Source: an optimization exercise on an open RTL-to-GDS flow (aim: small area and few clock cycles). Production flows keep margins and buffers that such runs may drop. Only simulation tests tie the RTL to the original design; equivalence was not proved. The flow treats the clock pin as an ideal source. Dropping or thinning the clock tree relies on that and would not hold on a real chip.

== run A ==
Design vlsu_load_top, start of the top module:
module vlsu_load_top #(
  parameter int unsigned NrLanes   = vlsu_pkg::NrLanesDef,
  parameter int unsigned MetaDepth = 2,
  parameter int unsigned LaneDepth = 4
) (
  input  logic                       clk_i,
  input  logic                       rst_ni,
  input  logic                       axi_r_valid_i,
  output logic                       axi_r_ready_o,
  input  logic [32:0]                axi_r_i,
  input  logic                       txn_valid_i,
  output logic                       txn_ready_o,
  input  logic [16:0]                txn_i,
  input  logic                       meta_valid_i,
  output logic                       meta_ready_o,
  input  logic [9:0]                 meta_i,
  output logic                       wb_valid_o,
  input  logic                       wb_ready_i,
  output logic [23:0]                wb_o,
  output logic [$clog2(NrLanes)-1:0] wb_lane_o
);
For scale: about 96 I/O pins, ~0.0021 mm^2 of cells after synthesis.
==> module vlsu_load_top, before the edit <==
module vlsu_load_top #(
  parameter int unsigned NrLanes   = vlsu_pkg::NrLanesDef,
  parameter int unsigned MetaDepth = 2,
  parameter int unsigned LaneDepth = 4
) (
  input  logic                       clk_i,
  input  logic                       rst_ni,
  input  logic                       axi_r_valid_i,
  output logic                       axi_r_ready_o,
  input  logic [32:0]                axi_r_i,
  input  logic                       txn_valid_i,
  output logic                       txn_ready_o,
  input  logic [16:0]                txn_i,
  input  logic                       meta_valid_i,
  output logic                       meta_ready_o,
  input  logic [9:0]                 meta_i,
  output logic                       wb_valid_o,
  input  logic                       wb_ready_i,
  output logic [23:0]                wb_o,
  output logic [$clog2(NrLanes)-1:0] wb_lane_o
);
  vlsu_pkg::axi_r_t    axi_r;
  vlsu_pkg::txn_ctrl_t txn;
  vlsu_pkg::meta_t     meta;
  assign axi_r = axi_r_i;
  assign txn   = txn_i;
  assign meta  = meta_i;
  logic       busy_q;           
  logic [3:0] ptr_q;            
  logic [1:0] lo_q;             
  logic [3:0] row_q;            
  logic       mid_q;            
  logic [2:0] idx_q;            
  logic [2:0][3:0] buf_q;       
  logic [3:0] start_ptr, ptr, row;
  logic [1:0] lo, f, lane;
  logic       mid, active;
  assign start_ptr = meta.vstart[3:0] << meta.sew;
  assign active    = busy_q || meta_valid_i;
  assign ptr       = busy_q ? ptr_q : start_ptr;
  assign lo        = busy_q ? lo_q  : start_ptr[1:0];
  assign row       = busy_q ? row_q : 4'd0;
  assign mid       = busy_q && mid_q;
  assign f         = ptr[1:0];
  assign lane      = ptr[3:2];
  assign meta_ready_o = !busy_q;
  logic [2:0] lower, idx, s;
  logic [3:0] upper, t, d;
  logic       final_beat, close, beat_v;
  assign beat_v     = axi_r_valid_i && active;
  assign final_beat = txn.is_final && axi_r.last;
  assign lower      = txn.is_head ? txn.head_nb : 3'd0;
  assign upper      = axi_r.last ? txn.lb_nb : 4'd8;
  assign idx        = mid ? idx_q : lower;
  assign t          = {1'b0, idx} + {2'b0, ~f} + 4'd1;
  assign d          = upper - t;
  assign close      = !d[3];
  assign s          = t[2:0] + 3'd4;
  logic [7:0][3:0] bnib;
  logic [3:0][3:0] rot;
  assign bnib = axi_r.data;
  logic [7:0][3:0] r1, r2;
  always_comb begin
    for (int unsigned i = 0; i < 8; i++) begin
      r1[i]  = s[0] ? bnib[(i + 1) % 8] : bnib[i];
    end
    for (int unsigned i = 0; i < 8; i++) begin
      r2[i]  = s[1] ? r1[(i + 2) % 8] : r1[i];
    end
    for (int unsigned i = 0; i < 4; i++) begin
      rot[i] = s[2] ? r2[i + 4] : r2[i];
    end
  end
  logic [2:0][3:0] buf_in;
  always_comb begin
    for (int unsigned p = 0; p < 3; p++) begin
      buf_in[p] = (s[2] ^ close) ? r2[p + 4] : r2[p];
    end
  end
  logic [3:0][3:0] out_nb;
  logic [3:0]      be;
  always_comb begin
    for (int unsigned i = 0; i < 4; i++) begin
      out_nb[i] = (i < 3 && i < 32'(f)) ? buf_q[i % 3] : rot[i];
      be[i]     = (i >= 32'(lo)) && (close || (i < 32'(d[1:0])));
    end
  end
  logic wr, do_step, take, done, stash;
  assign wr      = beat_v && (close || final_beat);
  assign do_step = beat_v && (!wr || wb_ready_i);
  assign stash   = close && !final_beat && (d[3:2] == 2'b00);
  assign take    = do_step && (close ? (stash || d == 4'd0) : 1'b1);
  assign done    = take && final_beat;
  assign axi_r_ready_o = take;
  assign txn_ready_o   = take;
  assign wb_valid_o = wr;
  assign wb_o       = {out_nb, be, row};
  assign wb_lane_o  = lane;
  always_ff @(posedge clk_i or negedge rst_ni) begin
    if (!rst_ni) begin
      busy_q <= 1'b0;
    end else begin
      busy_q <= active && !done;
    end
  end
  always_ff @(posedge clk_i) begin
    ptr_q <= ptr;
    lo_q  <= lo;
    row_q <= row;
    mid_q <= mid;
    if (do_step) begin
      ptr_q[1:0] <= (close && !stash) ? 2'd0 : d[1:0];
      mid_q      <= !take;
      if (close) begin
        {row_q, ptr_q[3:2]} <= {row, lane} + 6'd1;
        lo_q <= 2'd0;
      end
    end
    if (do_step) begin
      idx_q <= t[2:0];
      for (int unsigned p = 0; p < 3; p++) begin
        if (close || p >= 32'(f)) begin
          buf_q[p] <= buf_in[p];
        end
      end
    end
  end
endmodule
export LEC_CHECK = 0
export CAP_MARGIN = 20
export CORE_MARGIN = 2
export CORE_UTILIZATION = 60
export GPL_TIMING_DRIVEN = 0
export PLACE_DENSITY = 0.8
export SLEW_MARGIN = 20
create_clock -name core_clock -period 10.0 [get_ports {clk_i}]
standard.sh (not shown) runs the stock make flow with config.mk's settings and CLKGATE_MAP_FILE= SYNTH_SCRIPT=/design/flow/synth_recipe.tcl, a recipe that flattens the netlist after the stock synthesis.
==> flow/flow/run.sh <==
#!/bin/bash
# Standard ORFS layout with four changes: ABC maps the logic with its
# area-oriented mapper (flow/abc_area.script in place of abc_speed.script),
# the port buffers are made of the smallest buffer cell, and the clock is
# distributed by a single clkbuf_16 at the centre of the registers
# (flow/one_clkbuf.tcl, run as the PRE_CTS_TCL hook) instead of a tree;
# after global routing, cells with spare slack are downsized (RECOVER_POWER).
set -euo pipefail
rm -rf scripts_abc
cp -r "$FLOW_HOME/scripts" scripts_abc
cp flow/abc_area.script scripts_abc/abc_speed.script
bash standard.sh SCRIPTS_DIR="$PWD/scripts_abc" \
  BUFFER_PORTS_ARGS="-buffer_cell sky130_fd_sc_hd__buf_1" \
  PRE_CTS_TCL="$PWD/flow/one_clkbuf.tcl" ONE_CLKBUF_CELL=sky130_fd_sc_hd__clkbuf_16 RECOVER_POWER=100 \
  finish > standard_flow.log 2>&1
==> flow/flow/abc_area.script <==
strash
dch
amap
strash
dch
amap
==> flow/flow/one_clkbuf.tcl <==
# Pre-CTS hook: the design has few registers, so one clock buffer placed at
# the centre of the registers drives them all, in place of TritonCTS's tree.
set block [ord::get_db_block]
set dbu [$block getDbUnitsPerMicron]
set clk_net [$block findNet clk_i]
set sx 0
set sy 0
set n 0
foreach it [$clk_net getITerms] {
  lassign [[$it getInst] getLocation] x y
  set sx [expr {$sx + $x}]
  set sy [expr {$sy + $y}]
  incr n
}
set cx [expr {double($sx) / $n / $dbu}]
set cy [expr {double($sy) / $n / $dbu}]
puts "one_clkbuf: $n clock sinks, buffer at ($cx, $cy)"
insert_buffer -buffer_cell $::env(ONE_CLKBUF_CELL) -net clk_i \
  -location [list $cx $cy] -buffer_name clkbuf_root -net_name clknet_root
rename clock_tree_synthesis tritoncts_unused
proc clock_tree_synthesis { args } {
  puts "one_clkbuf: clock tree is the single root buffer"
  set_propagated_clock [all_clocks]
}
Testbench counts of run A, summed over its fixed seeds: cycles 14,178.
## Diff of input files: run B against run A
--- a/flow/design.v
+++ b/flow/design.v
@@ -389,7 +389,6 @@
   logic       busy_q;           
   logic [3:0] ptr_q;            
-  logic [1:0] lo_q;             
+  logic       first_q;          
   logic [3:0] row_q;            
-  logic       mid_q;            
   logic [2:0] idx_q;            
   logic [2:0][3:0] buf_q;       
@@ -398,14 +397,14 @@
   logic       mid, active;
   assign start_ptr = meta.vstart[3:0] << meta.sew;
-  assign active    = busy_q || meta_valid_i;
+  assign active    = meta_valid_i;
   assign ptr       = busy_q ? ptr_q : start_ptr;
-  assign lo        = busy_q ? lo_q  : start_ptr[1:0];
+  assign lo        = (busy_q && !first_q) ? 2'd0 : start_ptr[1:0];
   assign row       = busy_q ? row_q : 4'd0;
-  assign mid       = busy_q && mid_q;
+  assign mid       = busy_q && (idx_q != 3'd0);
   assign f         = ptr[1:0];
   assign lane      = ptr[3:2];
-  assign meta_ready_o = !busy_q;
   logic [2:0] lower, idx, s;
-  logic [3:0] upper, t, d;
+  logic [3:0] upper, t;
+  logic [3:0] d;
   logic       final_beat, close, beat_v;
   assign beat_v     = axi_r_valid_i && active;
@@ -453,4 +452,5 @@
   assign take    = do_step && (close ? (stash || d == 4'd0) : 1'b1);
   assign done    = take && final_beat;
+  assign meta_ready_o  = done;
   assign axi_r_ready_o = take;
   assign txn_ready_o   = take;
@@ -462,22 +462,21 @@
       busy_q <= 1'b0;
     end else begin
-      busy_q <= active && !done;
+      busy_q <= (busy_q || do_step) && !done;
     end
   end
   always_ff @(posedge clk_i) begin
     ptr_q <= ptr;
-    lo_q  <= lo;
+    first_q <= !busy_q || first_q;
     row_q <= row;
-    mid_q <= mid;
     if (do_step) begin
       ptr_q[1:0] <= (close && !stash) ? 2'd0 : d[1:0];
-      mid_q      <= !take;
       if (close) begin
-        {row_q, ptr_q[3:2]} <= {row, lane} + 6'd1;
-        lo_q <= 2'd0;
+        ptr_q[3:2] <= lane + 2'd1;
+        first_q    <= 1'b0;
+        row_q      <= (lane == 2'd3) ? row + 4'd1 : row;
       end
     end
     if (do_step) begin
-      idx_q <= t[2:0];
+      idx_q <= take ? 3'd0 : t[2:0];
       for (int unsigned p = 0; p < 3; p++) begin
         if (close || p >= 32'(f)) begin
## What came out
Compared to run A, run B shows a wider setup margin.
What run B reported for number of flip-flops and latches has to be multiplied by 1.08 to get the figure for run A.
On final layout net count, the lower figure sits with run B, not run A.
Between run A and run B, largest net degree at the start of global routing is higher for run B, run A comes in under that.
Run B against run A; die area is down slightly.
Run B vs. run A: final area went down by 46 um^2.
In run B, the register fraction of the total cell area came out 1.1 points below the value in run A.
Testbench counts of run B, summed over its fixed seeds: cycles 14,178.
In every run of this note, the design's own scripts or RTL, not TritonCTS, make the clock network.

-- re-timing with driven ports --
In the flow no input, the clock included, has a driving cell. The finished layouts below were timed again as built, in two steps.
Step 1 assumes that a clkbuf_16 drives the clock port and a buf_2 every other input.
Step 2 times the ports against the registers' clock, not the clock port: input delays grow and output delays shrink by t, the midpoint of the rising clock arrivals with the driver on.
Three values: no drivers, after step 1, after step 2; two values: the first two.
run	t, ns	setup slack, ns	slew at the worst register clock pin (ns)
run A	0.197	0.592 / 0.570 / 0.570	0.11 / 0.11
run B	0.189	1.052 / 1.030 / 1.030	0.10 / 0.10
After both steps every run listed still meets setup and hold.
